From an optimization exercise on the open Yosys and OpenROAD flow, aimed at small area, a short achievable clock period and few clock cycles per item; shortcuts taken in it are not production practice. Only simulation tests tie the RTL to the original design; equivalence was not proved.

==> inputs of v16 <==
==> flow/design.v <==
`timescale 1ns / 1ps
package vaca_pkg;
    localparam logic [1:0] ADJ_NONE = 2'd0;
    localparam logic [1:0] ADJ_DIV  = 2'd1;
    localparam logic [1:0] ADJ_MOD  = 2'd2;
    localparam logic [1:0] ADJ_ADD  = 2'd3;
    localparam logic [3:0] OP_ADD   = 4'd0;
    localparam logic [3:0] OP_SUB   = 4'd1;
    localparam logic [3:0] OP_SMIN  = 4'd2;
    localparam logic [3:0] OP_SMAX  = 4'd3;
    localparam logic [3:0] OP_UMIN  = 4'd4;
    localparam logic [3:0] OP_UMAX  = 4'd5;
    localparam logic [3:0] OP_SDIV  = 4'd6;
    localparam logic [3:0] OP_SMOD  = 4'd7;
    localparam logic [3:0] OP_UDIV  = 4'd8;
    localparam logic [3:0] OP_UMOD  = 4'd9;
    localparam logic [3:0] OP_MUL   = 4'd10;
    localparam logic [3:0] OP_AND   = 4'd11;
    localparam logic [3:0] OP_OR    = 4'd12;
    localparam logic [3:0] OP_XOR   = 4'd13;
    localparam logic [1:0] SZ_BYTE  = 2'd0;
    localparam logic [1:0] SZ_WORD  = 2'd1;
    localparam logic [2:0] ST_IDLE  = 3'd0;
    localparam logic [2:0] ST_ADD   = 3'd1;
    localparam logic [2:0] ST_ALIGN = 3'd2;
    localparam logic [2:0] ST_ITER  = 3'd3;
    localparam logic [2:0] ST_FIX   = 3'd4;
    localparam logic [2:0] ST_ALU   = 3'd5;
endpackage
`timescale 1ns / 1ps
import vaca_pkg::*;
module variable_adjust_chain_alu
(
    input  logic                clk,
    input  logic                rst_n,
    input  logic                in_valid,
    output logic                in_ready,
    input  logic [173:0]        in_data_bits,
    output logic                out_valid,
    input  logic                out_ready,
    output logic [32:0]         out_data_bits
);
    logic [31:0] f_value, f_mask, f_add, f_divmod, f_start;
    logic [4:0]  f_shift;
    logic [1:0]  f_kind, f_size;
    logic [3:0]  f_op;
    logic        f_chain;
    assign {f_value, f_shift, f_mask, f_add, f_divmod, f_kind, f_op, f_size, f_chain, f_start} = in_data_bits;
    logic [2:0]  state_reg, state_next;
    logic [31:0] acc_reg;
    logic        outv_reg;
    logic [31:0] out_r_reg;
    logic        out_dz_reg;
    logic [31:0] x_reg, r_reg, d_reg;
    logic [1:0]  kind_reg, size_reg;
    logic [3:0]  op_reg;
    logic [4:0]  cnt_reg;
    logic        neg_reg, wrem_reg, phase_reg, mul_reg, dz_reg, sd_reg, sgn_reg;
    assign out_valid     = outv_reg;
    assign out_data_bits = {out_r_reg, out_dz_reg};
    function logic [31:0] sext_size(input logic [31:0] v, input logic [1:0] size);
        logic [31:0] s;
        case (size)
            SZ_BYTE: s = {{24{v[7]}}, v[7:0]};
            SZ_WORD: s = {{16{v[15]}}, v[15:0]};
            default: s = v;
        endcase
        sext_size = s;
    endfunction
    logic [31:0] msk;
    logic        narrow;        
    logic        op_div, op_sgn, op_rem, op_mul, op_simple;
    logic        is_final, out_free, accept, done;
    always_comb
    begin
        case (size_reg)
            SZ_BYTE: msk = 32'h0000_00FF;
            SZ_WORD: msk = 32'h0000_FFFF;
            default: msk = 32'hFFFF_FFFF;
        endcase
        narrow    = (size_reg == SZ_BYTE) || (size_reg == SZ_WORD);
        op_div    = (op_reg == OP_SDIV) || (op_reg == OP_SMOD) || (op_reg == OP_UDIV) || (op_reg == OP_UMOD);
        op_sgn    = (op_reg == OP_SDIV) || (op_reg == OP_SMOD);
        op_rem    = (op_reg == OP_SMOD) || (op_reg == OP_UMOD);
        op_mul    = (op_reg == OP_MUL);
        op_simple = !op_div && !op_mul;
    end
    assign is_final = ((state_reg == ST_ALU) && op_simple) || ((state_reg == ST_FIX) && phase_reg);
    assign out_free = !outv_reg || out_ready;
    assign in_ready = (state_reg == ST_IDLE) || (is_final && !outv_reg);
    assign accept   = in_valid && in_ready;
    assign done     = is_final && out_free;
    logic [31:0] in_shifted;
    assign in_shifted = $signed(f_value) >>> f_shift;
    logic [31:0] a_val, b_val, a_sx, b_sx, a_op, b_op;
    logic        a_top, b_top, cmp_sgn;
    always_comb
    begin
        a_val   = acc_reg & msk;
        b_val   = x_reg & msk;
        a_sx    = sext_size(a_val, size_reg);
        b_sx    = sext_size(b_val, size_reg);
        cmp_sgn = (op_reg == OP_SMIN) || (op_reg == OP_SMAX) || op_sgn;
        a_op    = cmp_sgn ? a_sx : a_val;
        b_op    = cmp_sgn ? b_sx : b_val;
        a_top   = cmp_sgn & a_sx[31];
        b_top   = cmp_sgn & b_sx[31];
    end
    logic        aux_sub;
    logic [32:0] aux_l, aux_r, aux_sum;
    always_comb
    begin
        aux_sub = (state_reg != ST_ADD) && (op_reg != OP_ADD);
        if (state_reg == ST_ADD)
        begin
            aux_l = {1'b0, r_reg};
            aux_r = {1'b0, x_reg};
        end
        else
        begin
            aux_l = {a_top, a_op};
            aux_r = {b_top, b_op};
        end
        aux_sum = aux_l + (aux_sub ? ~aux_r : aux_r) + {32'd0, aux_sub};
    end
    logic        lt, eq, pick_a;
    logic [31:0] alu_res;
    always_comb
    begin
        lt     = aux_sum[32];
        eq     = (a_val == b_val);
        pick_a = ((op_reg == OP_SMIN) || (op_reg == OP_UMIN)) ? lt : (!lt && !eq);
        case (op_reg)
            OP_ADD, OP_SUB:                     alu_res = aux_sum[31:0];
            OP_SMIN, OP_SMAX, OP_UMIN, OP_UMAX: alu_res = pick_a ? a_val : b_val;
            OP_AND:                             alu_res = a_val & b_val;
            OP_OR:                              alu_res = a_val | b_val;
            OP_XOR:                             alu_res = a_val ^ b_val;
            default:                            alu_res = b_val;
        endcase
    end
    logic [31:0] nx_out, nd_in, nd_out, nf_in, nf_out, dext;
    logic        nx_s, nd_s;
    always_comb
    begin
        nx_s   = sgn_reg && x_reg[31];
        nx_out = nx_s ? (32'd0 - x_reg) : x_reg;
        dext = (kind_reg == ADJ_DIV) ? sext_size(d_reg, size_reg) : (d_reg & msk);
        if (state_reg == ST_ALU)
        begin
            nd_in = b_op;
            nd_s  = b_top;
        end
        else
        begin
            nd_in = dext;
            nd_s  = (kind_reg == ADJ_DIV) && dext[31];
        end
        nd_out = nd_s ? (32'd0 - nd_in) : nd_in;
        nf_in  = wrem_reg ? r_reg : x_reg;
        nf_out = neg_reg ? (32'd0 - nf_in) : nf_in;
    end
    logic [31:0] lzx_in;
    logic [5:0]  lz_x, lz_n, lz_d, k_full;
    logic        no_iter, d_zero;
    always_comb
    begin
        lzx_in = x_reg ^ {32{nx_s}};
        lz_x = 6'd32;
        for (int i = 0; i < 32; i++)
            if (lzx_in[i]) lz_x = 6'(31 - i);
        lz_n = lz_x - {5'd0, nx_s};
        lz_d = 6'd32;
        for (int i = 0; i < 32; i++)
            if (d_reg[i]) lz_d = 6'(31 - i);
        no_iter = (lz_n > lz_d);
        k_full  = lz_d - lz_n;
        d_zero  = (d_reg == 32'd0);
    end
    logic [31:0] m_add;
    logic [32:0] m_sum;
    logic        ge;
    always_comb
    begin
        m_add = mul_reg ? (x_reg & {32{d_reg[0]}}) : ~d_reg;
        m_sum = {1'b0, r_reg} + {1'b0, m_add} + {32'd0, !mul_reg};
        ge    = m_sum[32];
    end
    logic        b_zero;
    assign b_zero = (b_val == 32'd0);
    always_comb
    begin
        state_next = state_reg;
        case (state_reg)
            ST_IDLE:  state_next = !accept ? ST_IDLE : (f_kind == ADJ_NONE) ? ST_ALU : ST_ADD;
            ST_ADD:   state_next = ((kind_reg == ADJ_DIV) || (kind_reg == ADJ_MOD)) ? ST_ALIGN : ST_ALU;
            ST_ALIGN: state_next = (d_zero || no_iter) ? ST_FIX : ST_ITER;
            ST_ITER:
            begin
                if (mul_reg ? (d_reg[31:1] == 31'd0) : (cnt_reg == 5'd0))
                    state_next = ST_FIX;
            end
            ST_FIX:
            begin
                if (!phase_reg)
                    state_next = ST_ALU;
                else if (out_free)
                    state_next = !accept ? ST_IDLE : (f_kind == ADJ_NONE) ? ST_ALU : ST_ADD;
            end
            default:  
            begin
                if (op_mul)
                    state_next = ST_ITER;
                else if (op_div)
                    state_next = b_zero ? ST_FIX : ST_ALIGN;
                else if (out_free)
                    state_next = !accept ? ST_IDLE : (f_kind == ADJ_NONE) ? ST_ALU : ST_ADD;
            end
        endcase
    end
    always_ff @(posedge clk or negedge rst_n)
    begin
        if (!rst_n)
            state_reg <= ST_IDLE;
        else
            state_reg <= state_next;
    end
    logic [31:0] res_val;
    assign res_val = ((state_reg == ST_FIX) ? nf_out : alu_res) & msk;
    always_ff @(posedge clk or negedge rst_n)
    begin
        if (!rst_n)
        begin
            acc_reg  <= 32'd0;
            outv_reg <= 1'b0;
        end
        else
        begin
            if (accept && f_chain)
                acc_reg <= f_start;
            else if (done)
                acc_reg <= res_val;
            if (done)
                outv_reg <= 1'b1;
            else if (out_ready)
                outv_reg <= 1'b0;
        end
    end
    always_ff @(posedge clk)
    begin
        if (done)
        begin
            out_r_reg  <= res_val;
            out_dz_reg <= dz_reg;
        end
    end
    always_ff @(posedge clk)
    begin
        if (in_ready)
        begin
            x_reg    <= in_shifted & f_mask;
            r_reg    <= sext_size(f_add, f_size);
            d_reg    <= f_divmod;
            kind_reg <= f_kind;
            op_reg   <= f_op;
            size_reg <= f_size;
            dz_reg   <= 1'b0;
        end
        else
        begin
            case (state_reg)
                ST_ADD:
                begin
                    x_reg     <= aux_sum[31:0];
                    d_reg     <= nd_out;
                    sd_reg    <= nd_s;
                    sgn_reg   <= (kind_reg == ADJ_DIV) || narrow;
                    wrem_reg  <= (kind_reg == ADJ_MOD);
                    phase_reg <= 1'b0;
                    mul_reg   <= 1'b0;
                end
                ST_ALIGN:
                begin
                    x_reg   <= 32'd0;
                    d_reg   <= d_reg << k_full[4:0];
                    cnt_reg <= k_full[4:0];
                    if (d_zero)
                    begin
                        dz_reg  <= 1'b1;
                        r_reg   <= 32'd0;
                        neg_reg <= 1'b0;
                    end
                    else
                    begin
                        r_reg   <= nx_out;
                        neg_reg <= wrem_reg ? nx_s : (nx_s ^ sd_reg);
                    end
                end
                ST_ITER:
                begin
                    d_reg   <= {1'b0, d_reg[31:1]};
                    cnt_reg <= cnt_reg - 5'd1;
                    if (mul_reg)
                    begin
                        r_reg <= m_sum[31:0];
                        x_reg <= {x_reg[30:0], 1'b0};
                    end
                    else
                    begin
                        if (ge)
                            r_reg <= m_sum[31:0];
                        x_reg <= {x_reg[30:0], ge};
                    end
                end
                ST_FIX:
                begin
                    if (!phase_reg)
                        x_reg <= nf_out;
                end
                default:  
                if (!op_simple)
                begin
                    phase_reg <= 1'b1;
                    mul_reg   <= op_mul;
                    wrem_reg  <= op_rem || op_mul;
                    sgn_reg   <= op_sgn;
                    sd_reg    <= nd_s;
                    x_reg     <= a_op;
                    d_reg     <= nd_out;
                    if (op_mul)
                    begin
                        r_reg   <= 32'd0;
                        neg_reg <= 1'b0;
                    end
                    else if (b_zero)
                    begin
                        dz_reg  <= 1'b1;
                        r_reg   <= 32'd0;
                        x_reg   <= 32'd0;
                        neg_reg <= 1'b0;
                    end
                end
            endcase
        end
    end
endmodule
==> flow/run.sh <==
#!/bin/bash
# synth_recipe.tcl (not shown) runs the flow's synth.tcl, then flattens the netlist and writes it again
# the make line also repeats each setting of config.mk as NAME=value (left out here)
make -C /OpenROAD-flow-scripts/flow DESIGN_CONFIG=/design/flow/config.mk WORK_HOME=/design/flow/orfs CLKGATE_MAP_FILE= SYNTH_SCRIPT=/design/flow/synth_recipe.tcl finish
==> flow/config.mk <==
export PLATFORM = sky130hd
export DESIGN_NAME = variable_adjust_chain_alu
export DESIGN_NICKNAME = variable_adjust_chain_alu
export VERILOG_FILES = /design/flow/design.v
export SDC_FILE = /design/flow/constraint.sdc
export NUM_CORES = 4
export LEC_CHECK = 0
export ABC_CLOCK_PERIOD_IN_PS = 3000
export CAP_MARGIN = 20
export CORE_MARGIN = 2
export CORE_UTILIZATION = 40
export PLACE_DENSITY = 0.6
export SETUP_SLACK_MARGIN = 3.5
export SLEW_MARGIN = 20
==> flow/constraint.sdc <==
create_clock -name core_clock -period 7.0 [get_ports {clk}]
set_input_delay 1.4000 -clock core_clock [delete_from_list [all_inputs] [get_ports {clk}]]
set_output_delay 1.4000 -clock core_clock [all_outputs]
set_load 0.01 [all_outputs]
==> v24 (differences from v16) <==
- ABC_CLOCK_PERIOD_IN_PS: 3000 -> 4000
- SETUP_SLACK_MARGIN: 3.5 -> 2.5
==> key figures <==
Outcome
  • Status: finished clean

Setup path
  • Crit path to: d_reg[28]$_DFFE_PP_
  • Crit path buf inv count: 3
  • CP required: 7.26 ns
  • Worst Path Max Fanout: 5

Place
  • Area post-placement: 29000 µm²

Layout
  • Commonest cells after routing, fill and taps aside: 463 x nand2_1, 285 x a21oi_1, 265 x buf_4

Route
  • Routed length on met3: 14800 µm
# the run above: v16

==> key figures <==
Outcome
  • Status: finished clean

Setup path
  • Worst Path Max Fanout: 25
  • Crit path to: d_reg[12]$_DFFE_PP_
  • CP required: 7.23 ns

Layout
  • Commonest cells after routing, fill and taps aside: 472 x nand2_1, 308 x a21oi_1, 272 x nor2_1

Floorplanning
  • I/O pins: 213

Hold path
  • Worst hold stages: 0

Clock tree
  • Postcts setup bufs: 154

Yosys
  • Avg Cell Area, Syn: 7.29 µm²

Global routing
  • M2 GR Usage: 55.1%

Route
  • Routed length on met3: 13100 µm
# the run above: v24

Testbench counts of v16, summed over its fixed seeds: cycles 26,983, items 3,200.
Testbench counts of v24, summed over its fixed seeds: cycles 26,983, items 3,200.

-- port drivers added, routing unchanged --
How much do the figures lean on ideal ports? The routed layouts below were timed once more, with nothing changed but the port constraints.
Step 1 (the two cells are an assumption about what drives the block):
set clk [get_ports {clk}]
set_driving_cell -lib_cell sky130_fd_sc_hd__clkbuf_16 $clk
set_driving_cell -lib_cell sky130_fd_sc_hd__buf_2 [delete_from_list [all_inputs] $clk]
Step 2 moves the port delays by t, midway between the first and last clock arrival at a register: inputs arrive t later, outputs are due t later. That takes back most of the time a late clock gives input paths.
Three values: ideal, step 1, step 2; two values: the first two.
run	t, ns	setup WS [ns]	worst hold slack (ns)	worst setup path after step 2	worst slew at a driven data input, ns
v16	0.583	1.843 / 1.843 / 1.843	0.549 / 0.549 / 0.549	register to register	0.06
v24	0.588	1.949 / 1.949 / 1.949	0.534 / 0.534 / 0.534	register to register	0.07
After both steps every run listed still meets setup and hold.
